Background: an optimization exercise with open tools, aiming at small area, a short achievable clock period and few clock cycles. Do not read the settings as production practice.
Only simulation tests tie the RTL to the original design; equivalence was not proved.

### flow/config.mk
export PLATFORM = sky130hd
export DESIGN_NAME = exec_unit
export DESIGN_NICKNAME = exec_unit
export VERILOG_FILES = /design/flow/design.v
export SDC_FILE = /design/flow/constraint.sdc
export NUM_CORES = 4
export LEC_CHECK = 0
export CAP_MARGIN = 20
export CORE_MARGIN = 2
export CORE_UTILIZATION = 40
export SLEW_MARGIN = 20
### flow/constraint.sdc
create_clock -name core_clock -period 13.0 [get_ports {clk}]
set_input_delay 2.6000 -clock core_clock [delete_from_list [all_inputs] [get_ports {clk}]]
set_output_delay 2.6000 -clock core_clock [all_outputs]
set_load 0.01 [all_outputs]
### flow/design.v
`timescale 1ns/100ps
package exec_pkg;
    typedef enum logic [7:0] {
        OP_NOP   = 8'b0000_0000,
        OP_SRL   = 8'b0000_0010,
        OP_SRA   = 8'b0000_0011,
        OP_MFHI  = 8'b0001_0000,
        OP_MTHI  = 8'b0001_0001,
        OP_MFLO  = 8'b0001_0010,
        OP_MTLO  = 8'b0001_0011,
        OP_MULT  = 8'b0001_1000,
        OP_MULTU = 8'b0001_1001,
        OP_DIV   = 8'b0001_1010,
        OP_DIVU  = 8'b0001_1011,
        OP_ADD   = 8'b0010_0000,
        OP_ADDU  = 8'b0010_0001,
        OP_SUB   = 8'b0010_0010,
        OP_SUBU  = 8'b0010_0011,
        OP_AND   = 8'b0010_0100,
        OP_OR    = 8'b0010_0101,
        OP_XOR   = 8'b0010_0110,
        OP_NOR   = 8'b0010_0111,
        OP_SLT   = 8'b0010_1010,
        OP_SLTU  = 8'b0010_1011,
        OP_TGE   = 8'b0011_0000,
        OP_TGEU  = 8'b0011_0001,
        OP_TLT   = 8'b0011_0010,
        OP_TLTU  = 8'b0011_0011,
        OP_TEQ   = 8'b0011_0100,
        OP_TNE   = 8'b0011_0110,
        OP_SLL   = 8'b0111_1100,
        OP_MADD  = 8'b1010_0110,
        OP_MADDU = 8'b1010_1000,
        OP_MUL   = 8'b1010_1001,
        OP_MSUB  = 8'b1010_1010,
        OP_MSUBU = 8'b1010_1011
    } aluop_e;
    typedef enum logic [2:0] {
        SEL_NOP   = 3'b000,
        SEL_LOGIC = 3'b001,
        SEL_SHIFT = 3'b010,
        SEL_MOVE  = 3'b011,
        SEL_ARITH = 3'b100,
        SEL_MUL   = 3'b101
    } alusel_e;
    typedef struct packed {
        aluop_e      op;
        alusel_e     sel;
        logic [31:0] reg1;
        logic [31:0] reg2;
        logic [4:0]  wd;    
        logic        wreg;
    } issue_t;
    typedef struct packed {
        logic [31:0] hi;
        logic [31:0] lo;
    } hilo_pair_t;
    typedef union packed {
        hilo_pair_t  half;
        logic [63:0] acc;
    } hilo_u;
    typedef struct packed {
        logic [4:0]  wd;
        logic        wreg;
        logic [31:0] wdata;
        logic        whilo;
        hilo_u       hilo;
        logic        ov;
        logic        trap;
    } result_t;
    typedef struct packed {
        logic        start;   
        logic        sign;
        logic [31:0] op1;
        logic [31:0] op2;
    } div_req_t;
    typedef struct packed {
        logic  ready;      
        hilo_u quot_rem;   
    } div_rsp_t;
endpackage
`timescale 1ns/100ps
module alu_core (
    input  logic     clk,
    input  logic     rst,
    input  exec_pkg::issue_t   issue_i,
    input  logic     issue_valid_i,
    input  logic     fwd_whilo_i,
    input  exec_pkg::hilo_u    fwd_hilo_i,
    input  exec_pkg::hilo_u    hilo_i,
    input  exec_pkg::div_rsp_t div_rsp_i,
    output exec_pkg::div_req_t div_req_o,
    output exec_pkg::result_t  result_o,
    output logic     stall_o
);
    exec_pkg::aluop_e             op;
    logic [31:0]        reg1;
    logic [31:0]        reg2;
    logic [31:0]        reg2_mux;
    logic [31:0]        sum;
    logic               ov_sum;
    logic               sub_op;
    logic               signed_cmp;
    logic               lt;
    logic [31:0]        logic_res;
    logic [31:0]        shift_res;
    logic [31:0]        move_res;
    logic [31:0]        arith_res;
    logic               mul_signed;
    logic signed [32:0] mul_a;
    logic signed [32:0] mul_b;
    logic signed [65:0] mul_full;
    exec_pkg::hilo_u              product;
    exec_pkg::hilo_u              hilo_cur;
    exec_pkg::hilo_u              madd_sum;
    logic               madd_op;
    logic               msub_op;
    logic               div_op;
    logic               step_q;    
    logic [63:0]        prod_q;
    logic               stall_madd;
    logic               stall_div;
    logic               overflow;
    logic               trap;
    assign op   = issue_i.op;
    assign reg1 = issue_i.reg1;
    assign reg2 = issue_i.reg2;
    assign sub_op = (op == exec_pkg::OP_SUB) || (op == exec_pkg::OP_SUBU) || (op == exec_pkg::OP_SLT) ||
                    (op == exec_pkg::OP_TLT) || (op == exec_pkg::OP_TGE);
    assign signed_cmp = (op == exec_pkg::OP_SLT) || (op == exec_pkg::OP_TLT) || (op == exec_pkg::OP_TGE);
    assign reg2_mux = sub_op ? (~reg2 + 32'd1) : reg2;
    assign sum      = reg1 + reg2_mux;
    assign ov_sum   = (reg1[31] == (sub_op ^ reg2[31])) && (sum[31] != reg1[31]);
    assign lt = signed_cmp ? ((reg1[31] && !reg2[31]) ||
                              (reg1[31] == reg2[31] && sum[31]))
                           : (reg1 < reg2);
    assign hilo_cur = fwd_whilo_i ? fwd_hilo_i : hilo_i;
    assign mul_signed = (op == exec_pkg::OP_MUL) || (op == exec_pkg::OP_MULT) ||
                        (op == exec_pkg::OP_MADD) || (op == exec_pkg::OP_MSUB);
    assign mul_a       = {mul_signed & reg1[31], reg1};
    assign mul_b       = {mul_signed & reg2[31], reg2};
    assign mul_full    = mul_a * mul_b;
    assign product.acc = mul_full[63:0];
    assign madd_op = (op == exec_pkg::OP_MADD) || (op == exec_pkg::OP_MADDU);
    assign msub_op = (op == exec_pkg::OP_MSUB) || (op == exec_pkg::OP_MSUBU);
    assign div_op  = (op == exec_pkg::OP_DIV) || (op == exec_pkg::OP_DIVU);
    assign madd_sum.acc = prod_q + hilo_cur.acc;
    always_ff @(posedge clk) begin
        if (rst) begin
            step_q <= 1'b0;
        end else if (issue_valid_i && (madd_op || msub_op)) begin
            step_q <= ~step_q;
        end else begin
            step_q <= 1'b0;
        end
    end
    always_ff @(posedge clk) begin
        if (issue_valid_i && (madd_op || msub_op) && !step_q) begin
            prod_q <= msub_op ? (~product.acc + 64'd1) : product.acc;
        end
    end
    assign stall_madd = issue_valid_i && (madd_op || msub_op) && !step_q;
    assign stall_div  = issue_valid_i && div_op && !div_rsp_i.ready;
    assign stall_o    = stall_madd || stall_div;
    assign div_req_o.start = stall_div;   
    assign div_req_o.sign  = (op == exec_pkg::OP_DIV);
    assign div_req_o.op1   = reg1;
    assign div_req_o.op2   = reg2;
    always_comb begin
        case (op)
            exec_pkg::OP_OR:   logic_res = reg1 | reg2;
            exec_pkg::OP_AND:  logic_res = reg1 & reg2;
            exec_pkg::OP_NOR:  logic_res = ~(reg1 | reg2);
            exec_pkg::OP_XOR:  logic_res = reg1 ^ reg2;
            default: logic_res = 32'd0;
        endcase
    end
    always_comb begin
        case (op)
            exec_pkg::OP_SLL:  shift_res = reg2 << reg1[4:0];
            exec_pkg::OP_SRL:  shift_res = reg2 >> reg1[4:0];
            exec_pkg::OP_SRA:  shift_res = $signed(reg2) >>> reg1[4:0];
            default: shift_res = 32'd0;
        endcase
    end
    always_comb begin
        case (op)
            exec_pkg::OP_MFHI: move_res = hilo_cur.half.hi;
            exec_pkg::OP_MFLO: move_res = hilo_cur.half.lo;
            default: move_res = 32'd0;
        endcase
    end
    always_comb begin
        case (op)
            exec_pkg::OP_SLT, exec_pkg::OP_SLTU: arith_res = {31'd0, lt};
            exec_pkg::OP_ADD, exec_pkg::OP_ADDU, exec_pkg::OP_SUB, exec_pkg::OP_SUBU: arith_res = sum;
            default: arith_res = 32'd0;
        endcase
    end
    always_comb begin
        case (op)
            exec_pkg::OP_TEQ:          trap = (reg1 == reg2);
            exec_pkg::OP_TNE:          trap = (reg1 != reg2);
            exec_pkg::OP_TGE, exec_pkg::OP_TGEU: trap = !lt;
            exec_pkg::OP_TLT, exec_pkg::OP_TLTU: trap = lt;
            default:         trap = 1'b0;
        endcase
    end
    assign overflow = ((op == exec_pkg::OP_ADD) || (op == exec_pkg::OP_SUB)) && ov_sum;
    always_comb begin
        result_o.wd    = issue_i.wd;
        result_o.wreg  = issue_i.wreg && !overflow;   
        result_o.ov    = overflow;
        result_o.trap  = trap;
        result_o.whilo = 1'b0;
        result_o.hilo  = '0;
        case (issue_i.sel)
            exec_pkg::SEL_LOGIC: result_o.wdata = logic_res;
            exec_pkg::SEL_SHIFT: result_o.wdata = shift_res;
            exec_pkg::SEL_MOVE:  result_o.wdata = move_res;
            exec_pkg::SEL_ARITH: result_o.wdata = arith_res;
            exec_pkg::SEL_MUL:   result_o.wdata = product.half.lo;
            default:   result_o.wdata = 32'd0;
        endcase
        case (op)
            exec_pkg::OP_MTHI: begin
                result_o.whilo        = 1'b1;
                result_o.hilo.half.hi = reg1;
                result_o.hilo.half.lo = hilo_cur.half.lo;
            end
            exec_pkg::OP_MTLO: begin
                result_o.whilo        = 1'b1;
                result_o.hilo.half.hi = hilo_cur.half.hi;
                result_o.hilo.half.lo = reg1;
            end
            exec_pkg::OP_MUL, exec_pkg::OP_MULT, exec_pkg::OP_MULTU: begin
                result_o.whilo = 1'b1;
                result_o.hilo  = product;
            end
            exec_pkg::OP_MADD, exec_pkg::OP_MADDU, exec_pkg::OP_MSUB, exec_pkg::OP_MSUBU: begin
                result_o.whilo = 1'b1;
                result_o.hilo  = madd_sum;   
            end
            exec_pkg::OP_DIV, exec_pkg::OP_DIVU: begin
                result_o.whilo = 1'b1;
                result_o.hilo  = div_rsp_i.quot_rem;
            end
            default: begin
            end
        endcase
    end
endmodule
`timescale 1ns/100ps
module div_unit (
    input  logic     clk,
    input  logic     rst,
    input  exec_pkg::div_req_t req_i,
    output exec_pkg::div_rsp_t rsp_o
);
    typedef enum logic [1:0] {
        DIV_IDLE,
        DIV_BY_ZERO,
        DIV_RUN,
        DIV_DONE
    } div_state_e;
    div_state_e  state_q;
    logic [4:0]  cnt_q;
    logic        ready_q;
    logic [31:0] dvs_q;
    logic [31:0] rem_q;
    logic [31:0] quo_q;
    logic        neg_quo_q;
    logic        neg_rem_q;
    exec_pkg::hilo_u       res_q;
    logic [31:0] dvd_mag;
    logic [31:0] dvs_mag;
    logic [32:0] trial;
    logic [32:0] diff;
    assign dvd_mag = (req_i.sign && req_i.op1[31]) ? (~req_i.op1 + 32'd1) : req_i.op1;
    assign dvs_mag = (req_i.sign && req_i.op2[31]) ? (~req_i.op2 + 32'd1) : req_i.op2;
    assign trial = {rem_q, quo_q[31]};
    assign diff  = trial - {1'b0, dvs_q};
    always_ff @(posedge clk) begin
        if (rst) begin
            state_q <= DIV_IDLE;
            cnt_q   <= 5'd0;
            ready_q <= 1'b0;
        end else begin
            case (state_q)
                DIV_IDLE: begin
                    ready_q <= 1'b0;
                    cnt_q   <= 5'd0;
                    if (req_i.start) begin
                        state_q <= (req_i.op2 == 32'd0) ? DIV_BY_ZERO : DIV_RUN;
                    end
                end
                DIV_BY_ZERO: begin
                    if (!req_i.start) begin
                        state_q <= DIV_IDLE;
                    end else begin
                        ready_q <= 1'b1;
                        state_q <= DIV_DONE;
                    end
                end
                DIV_RUN: begin
                    if (!req_i.start) begin
                        state_q <= DIV_IDLE;   
                    end else begin
                        cnt_q <= cnt_q + 5'd1;
                        if (cnt_q == 5'd31) begin
                            state_q <= DIV_DONE;
                        end
                    end
                end
                DIV_DONE: begin
                    ready_q <= req_i.start && !ready_q;
                    if (!req_i.start) begin
                        state_q <= DIV_IDLE;
                    end
                end
                default: state_q <= DIV_IDLE;
            endcase
        end
    end
    always_ff @(posedge clk) begin
        case (state_q)
            DIV_IDLE: begin
                rem_q     <= 32'd0;
                quo_q     <= dvd_mag;
                dvs_q     <= dvs_mag;
                neg_quo_q <= req_i.sign && (req_i.op1[31] ^ req_i.op2[31]);
                neg_rem_q <= req_i.sign && req_i.op1[31];   
            end
            DIV_BY_ZERO: res_q.acc <= 64'd0;
            DIV_RUN: begin
                if (!diff[32]) begin
                    rem_q <= diff[31:0];
                    quo_q <= {quo_q[30:0], 1'b1};
                end else begin
                    rem_q <= trial[31:0];
                    quo_q <= {quo_q[30:0], 1'b0};
                end
            end
            DIV_DONE: begin
                if (req_i.start && !ready_q) begin
                    res_q.half.hi <= neg_rem_q ? (~rem_q + 32'd1) : rem_q;
                    res_q.half.lo <= neg_quo_q ? (~quo_q + 32'd1) : quo_q;
                end
            end
            default: begin
            end
        endcase
    end
    assign rsp_o.ready    = ready_q;
    assign rsp_o.quot_rem = res_q;
endmodule
`timescale 1ns/100ps
module ex_commit (
    input  logic    clk,
    input  logic    rst,
    input  exec_pkg::result_t result_i,
    input  logic    capture_i,
    output exec_pkg::result_t res_o,
    output logic    res_valid_o,
    output logic    fwd_whilo_o,
    output exec_pkg::hilo_u   fwd_hilo_o,
    output exec_pkg::hilo_u   hilo_o
);
    exec_pkg::result_t res_q;
    logic    valid_q;
    exec_pkg::hilo_u   hilo_q;
    logic    hilo_we;
    always_ff @(posedge clk) begin
        if (capture_i) begin
            res_q <= result_i;
        end
    end
    always_ff @(posedge clk) begin
        if (rst) begin
            valid_q <= 1'b0;
        end else begin
            valid_q <= capture_i;   
        end
    end
    assign hilo_we = valid_q && res_q.whilo;
    always_ff @(posedge clk) begin
        if (rst) begin
            hilo_q <= '0;
        end else if (hilo_we) begin
            hilo_q <= res_q.hilo;
        end
    end
    assign res_o       = res_q;
    assign res_valid_o = valid_q;
    assign fwd_whilo_o = hilo_we;
    assign fwd_hilo_o  = res_q.hilo;
    assign hilo_o      = hilo_q;
endmodule
`timescale 1ns/100ps
module exec_top (
    input  logic    clk,
    input  logic    rst,
    input  exec_pkg::issue_t  issue_i,
    input  logic    issue_valid_i,
    output exec_pkg::result_t res_o,
    output logic    res_valid_o,
    output logic    stall_o
);
    exec_pkg::result_t  alu_res;
    exec_pkg::div_req_t div_req;
    exec_pkg::div_rsp_t div_rsp;
    logic     fwd_whilo;
    exec_pkg::hilo_u    fwd_hilo;
    exec_pkg::hilo_u    hilo;
    logic     capture;
    assign capture = issue_valid_i && !stall_o;   
    alu_core i_alu_core (
        .clk           (clk),
        .rst           (rst),
        .issue_i       (issue_i),
        .issue_valid_i (issue_valid_i),
        .fwd_whilo_i   (fwd_whilo),
        .fwd_hilo_i    (fwd_hilo),
        .hilo_i        (hilo),
        .div_rsp_i     (div_rsp),
        .div_req_o     (div_req),
        .result_o      (alu_res),
        .stall_o       (stall_o)
    );
    div_unit i_div_unit (
        .clk   (clk),
        .rst   (rst),
        .req_i (div_req),
        .rsp_o (div_rsp)
    );
    ex_commit i_ex_commit (
        .clk         (clk),
        .rst         (rst),
        .result_i    (alu_res),
        .capture_i   (capture),
        .res_o       (res_o),
        .res_valid_o (res_valid_o),
        .fwd_whilo_o (fwd_whilo),
        .fwd_hilo_o  (fwd_hilo),
        .hilo_o      (hilo)
    );
endmodule
`timescale 1ns/100ps
module exec_unit (
    input  logic        clk,
    input  logic        rst,
    input  logic [7:0]  issue_op_i,
    input  logic [2:0]  issue_sel_i,
    input  logic [31:0] issue_reg1_i,
    input  logic [31:0] issue_reg2_i,
    input  logic [4:0]  issue_wd_i,
    input  logic        issue_wreg_i,
    input  logic        issue_valid_i,
    output logic        stall_o,
    output logic        res_valid_o,
    output logic [4:0]  res_wd_o,
    output logic        res_wreg_o,
    output logic [31:0] res_wdata_o,
    output logic        res_whilo_o,
    output logic [31:0] res_hi_o,
    output logic [31:0] res_lo_o,
    output logic        res_ov_o,
    output logic        res_trap_o
);
    exec_pkg::issue_t  issue;
    exec_pkg::result_t res;
    assign issue.op   = exec_pkg::aluop_e'(issue_op_i);
    assign issue.sel  = exec_pkg::alusel_e'(issue_sel_i);
    assign issue.reg1 = issue_reg1_i;
    assign issue.reg2 = issue_reg2_i;
    assign issue.wd   = issue_wd_i;
    assign issue.wreg = issue_wreg_i;
    exec_top i_exec_top (
        .clk           (clk),
        .rst           (rst),
        .issue_i       (issue),
        .issue_valid_i (issue_valid_i),
        .res_o         (res),
        .res_valid_o   (res_valid_o),
        .stall_o       (stall_o)
    );
    assign res_wd_o    = res.wd;
    assign res_wreg_o  = res.wreg;
    assign res_wdata_o = res.wdata;
    assign res_whilo_o = res.whilo;
    assign res_hi_o    = res.hilo.half.hi;
    assign res_lo_o    = res.hilo.half.lo;
    assign res_ov_o    = res.ov;
    assign res_trap_o  = res.trap;
endmodule
### flow/run.sh
#!/bin/bash
# synth_recipe.tcl (not shown) runs the flow's synth.tcl, then flattens the netlist and writes it again
# the make line also repeats each setting of config.mk as NAME=value (left out here)
make -C /OpenROAD-flow-scripts/flow DESIGN_CONFIG=/design/flow/config.mk WORK_HOME=/design/flow/orfs CLKGATE_MAP_FILE= SYNTH_SCRIPT=/design/flow/synth_recipe.tcl finish
==> tab_implementation.tex <==
\begin{tabular}{lr}
\hline
Metric & Value \\
\hline
\multicolumn{2}{l}{\textbf{Detailed routing}} \\
Vias after detailed routing & 63599 \\
Drt first-iter violations & 7610 \\
Count of antenna-violating nets left after detailed routing & 0 \\
Detailed-router iteration count before antenna repair & 9 \\
Total length of routed wires & 321000 microns \\
Routed wire per std cell & 29.4 microns \\
Routed via count divided by cell count & 5.83 \\
Residual DRC & 0 \\
\multicolumn{2}{l}{\textbf{Critical path}} \\
Crit Path Category & in2reg \\
End of the worst register-to-register path & i\_exec\_top.i\_ex\_commit.res\_q[60] \\
Worst reg2reg startpoint & i\_exec\_top.i\_ex\_commit.res\_q[66] \\
Maximum fanout along the worst path & 7 \\
Slowest cell delay on critical path & 0.53 ns \\
Cells on worst reg2reg path & 18 \\
CP most frequent cell & sky130\_fd\_sc\_hd\_\_fa\_1 \\
Element type at the critical path end & flop \\
Critical Path Source Type & primary input \\
Largest delay share family, worst path & adder cells \\
FF-to-FF setup slack & 5.56 ns \\
Critical path buffers and inverters & 14 \\
Endpoint arrival time on the critical path & 12.64 ns \\
Critical-path top delay cell & sky130\_fd\_sc\_hd\_\_fa\_1 \\
Endpoint required time on the critical path & 13.37 ns \\
\multicolumn{2}{l}{\textbf{Placement}} \\
Detailed placement HPWL & 263000 microns \\
Count of input and output buffers & 190 \\
Final GP Congestion & 1.04 \\
\multicolumn{2}{l}{\textbf{Clock tree}} \\
Sink count of the clock tree & 405 \\
Root buffer cell & sky130\_fd\_sc\_hd\_\_clkbuf\_16 \\
Number of setup buffers added after CTS & 0 \\
Number of buffers between clock root and the deepest sink & 3 \\
Clock transition at the registers of the reported paths & 0.06 ns \\
Max H-tree Level & 2 \\
CTS tree & built \\
Post-cts resize count & 0 \\
Cts bufs inserted & 41 \\
Latest clock arrival within the worst-skew pair & 0.62 ns \\
\# hold bufs at CTS & 0 \\
\multicolumn{2}{l}{\textbf{Cells and area}} \\
Most common cell after layout, fill and taps aside & sky130\_fd\_sc\_hd\_\_inv\_1 \\
Filler cells & 17673 \\
Register Area & 11400 sq um \\
Layout overhead on the synthesized area & 11.3\% \\
Most used cells in the layout excluding fill and tap cells & 1340 x sky130\_fd\_sc\_hd\_\_inv\_1, 1128 x sky130\_fd\_sc\_hd\_\_fa\_1, 1080 x sky130\_fd\_sc\_hd\_\_nand2\_1 \\
Net count, final & 10173 \\
Fraction of final layout cells with drive strength greater than 1 & 8.45\% \\
Multi-input gate area & 53800 sq um \\
\multicolumn{2}{l}{\textbf{Job}} \\
Number of max-cap violations & 0 \\
\multicolumn{2}{l}{\textbf{Floorplan}} \\
Die Area & 184000 sq um \\
Chip width & 429 microns \\
Top Ports & 191 \\
Initial cell density of the core & 40.3\% \\
Y dimension of the die & 429 microns \\
Cell row count & 155 \\
Core box area & 179000 sq um \\
\multicolumn{2}{l}{\textbf{Hold path}} \\
Tightest Hold Check Type & reg2reg \\
Worst hold start & i\_exec\_top.i\_div\_unit.cnt\_q[3] \\
Hold depth & 1 \\
Destination of the worst hold path & i\_exec\_top.i\_div\_unit.cnt\_q[3] \\
\multicolumn{2}{l}{\textbf{Yosys}} \\
Cell count after synthesis & 8277 \\
Count of flip-flops with a built-in enable after synthesis & 331 \\
Synthesized net count & 9934 \\
Yosys reg bits & 405 \\
Number of distinct library cells after synthesis & 104 \\
Mapped Area & 72100 sq um \\
Number of warnings printed during yosys synthesis & 3 \\
Mean instance size in the synthesized netlist & 8.71 sq um \\
Portion of the post-synthesis area used by sequential elements & 15.8\% \\
Post-synthesis async set-or-reset flop share & 0\% \\
Top\_reg\_cell synth & sky130\_fd\_sc\_hd\_\_edfxtp\_1 \\
\multicolumn{2}{l}{\textbf{Timing}} \\
Count of final setup violators & 0 \\
Highest clock frequency the design can meet & 0.0815 GHz \\
Fin Hold WS & 0.472 ns \\
Setup repair after global routing missed its margin & false \\
Final Critical Period & 12.27 ns \\
Largest clock skew in the final design & 0.0251 ns \\
Period utilisation layout & 94.4\% \\
Max-slew violation count & 0 \\
Worst Tran Pin Value & 1.35 ns \\
Endpoints failing hold & 0 \\
Setup TNS after final layout & 0 ns \\
Worst slew margin relative to its limit & 9.10\% \\
\multicolumn{2}{l}{\textbf{GRT}} \\
Total congestion overflow after global routing & 0 \\
Largest net degree at the start of global routing & 71 \\
Initial antenna violation count & 10 \\
First-pass GRT wire length & 458000 microns \\
Vias in the first global route & 63993 \\
Aggregate global-route resource usage & 34.5\% \\
\multicolumn{2}{l}{\textbf{Run status}} \\
Outcome & no timing/DRC/antenna violations \\
\hline
\end{tabular}
-- cell usage after synthesis (all sizes together) (36+ instances only) --
cell,number,area (sq um)
a21oi,324,1640
nand4,48,337
a21o,108,811
nor2,754,2840
xor2,88,771
nor3,85,452
or3,39,244
and3,46,288
xnor2,320,2800
o31ai,44,340
and2,87,544
clkbuf,387,1450
buf,112,434
nand3,65,330
ha,445,5570
a211oi,59,465
mux2i,205,2050
o21ai,415,2090
o21bai,41,319
edfxtp,331,9940
dfxtp,74,1480
fa,1128,22600
nand2,1082,4060
inv,1353,5080
a222oi,60,601
o22ai,44,275
a31oi,36,225
o21a,37,278
-- cell families (layout without fill, tap and decap cells) --
kind of cell / Yosys count / after routing / synth area share, %
compound gates: 1400 / 1400 / 12.6
buf+inv: 1868 / 2136 / 9.74
other cells: 0 / 3 / 0
fa+ha+maj: 1573 / 1573 / 39.0
mux: 223 / 223 / 3.21
xor+xnor: 408 / 408 / 4.96
flops: 405 / 405 / 15.8
simple gates: 2400 / 2400 / 14.6
-- metrics by stage --
stage	worst slack (ns)	cell area, sq um	util [%]	cells
floorplan	0.548	72100	-	8277
global placement	0.391	78800	44.1	10828
detailed placement	0.212	78900	44.1	10828
CTS	0.847	80200	44.9	10900
global route	0.249	80200	44.9	10901
finish	0.732	80200	44.9	10903
-- metal layers --
| metal | vias to the layer above | part of all wire [%] | routed length (microns) | track usage (%) |
|---|---|---|---|---|
| li1 | 27232 | - | - | - |
| met5 | - | 0.024 | 78 | 0 |
| met2 | 3406 | 44 | 142000 | 54.0 |
| met4 | 10 | 7.3 | 23500 | 20.5 |
| met1 | 32225 | 39 | 126000 | 44.5 |
| met3 | 726 | 9.1 | 29300 | 6.32 |
-- sequential cells by signal (all words and copies together), names as in the netlist --
signal and flops:
i_exec_top.i_div_unit.neg_quo_q 1, i_exec_top.i_div_unit.rem_q 32, i_exec_top.i_alu_core.prod_q 64, i_exec_top.i_div_unit.state_q 2, i_exec_top.i_div_unit.quo_q 32, i_exec_top.i_ex_commit.hilo_q 64, i_exec_top.i_alu_core.step_q 1, i_exec_top.i_div_unit.cnt_q 5
i_exec_top.i_ex_commit.res_q 105, i_exec_top.i_div_unit.dvs_q 32, i_exec_top.i_ex_commit.valid_q 1, i_exec_top.i_div_unit.res_q 64, i_exec_top.i_div_unit.ready_q 1, i_exec_top.i_div_unit.neg_rem_q 1
-- area by class of cell --
| cell class | instances | share of cell area, % |
|---|---|---|
| antenna | 3 | 0.00936 |
| clock buffer | 52 | 1.43 |
| clock inverter | 20 | 0.288 |
| inverter | 1369 | 6.41 |
| multi-input combinational | 6004 | 67.0 |
| sequential | 405 | 14.2 |
| tap | 2355 | 3.67 |
| timing repair buffer | 695 | 6.95 |
-- worst max-delay path by stage --
| stage | startpoint | end | slack, ns | cells past startpoint |
|---|---|---|---|---|
| floorplan | issue_op_i[4] | i_exec_top.i_alu_core.prod_q[63] | 0.55 | 34 |
| global placement | issue_op_i[7] | i_exec_top.i_alu_core.prod_q[63] | 0.39 | 33 |
| detailed placement | issue_op_i[7] | i_exec_top.i_alu_core.prod_q[57] | 0.21 | 33 |
| CTS | issue_op_i[7] | i_exec_top.i_alu_core.prod_q[57] | 0.85 | 33 |
| global route | issue_op_i[7] | i_exec_top.i_ex_commit.res_q[63] | 0.25 | 39 |
| finish | issue_op_i[7] | i_exec_top.i_ex_commit.res_q[63] | 0.73 | 39 |
Testbench counts, summed over its fixed seeds: cycles 41,005.

re-timing with driven ports:
The flow's constraints put no driver on any port. The routed layout listed below was extracted and timed again, unchanged, in two steps. Step 1, drivers: a clkbuf_16 drives clk and a buf_2 each remaining input, both assumed. Step 2 also shifts input and output timing later by t, the mid clock arrival at the registers, as if the neighbouring blocks saw the same clock. Three values: no drivers, after step 1, after step 2; two values: the first two.
t, ns: 0.674
setup slack, ns: 0.732 / 0.759 / 0.085
slew at the worst register clock pin (ns): 0.08 / 0.08
worst data-port slew with drivers (ns): 0.16
cell pins on the clock port's net: 1
After both steps this run still meets setup and hold. The setup slack of this run moves by +0.027 ns with the drivers and by -0.647 ns with both steps.
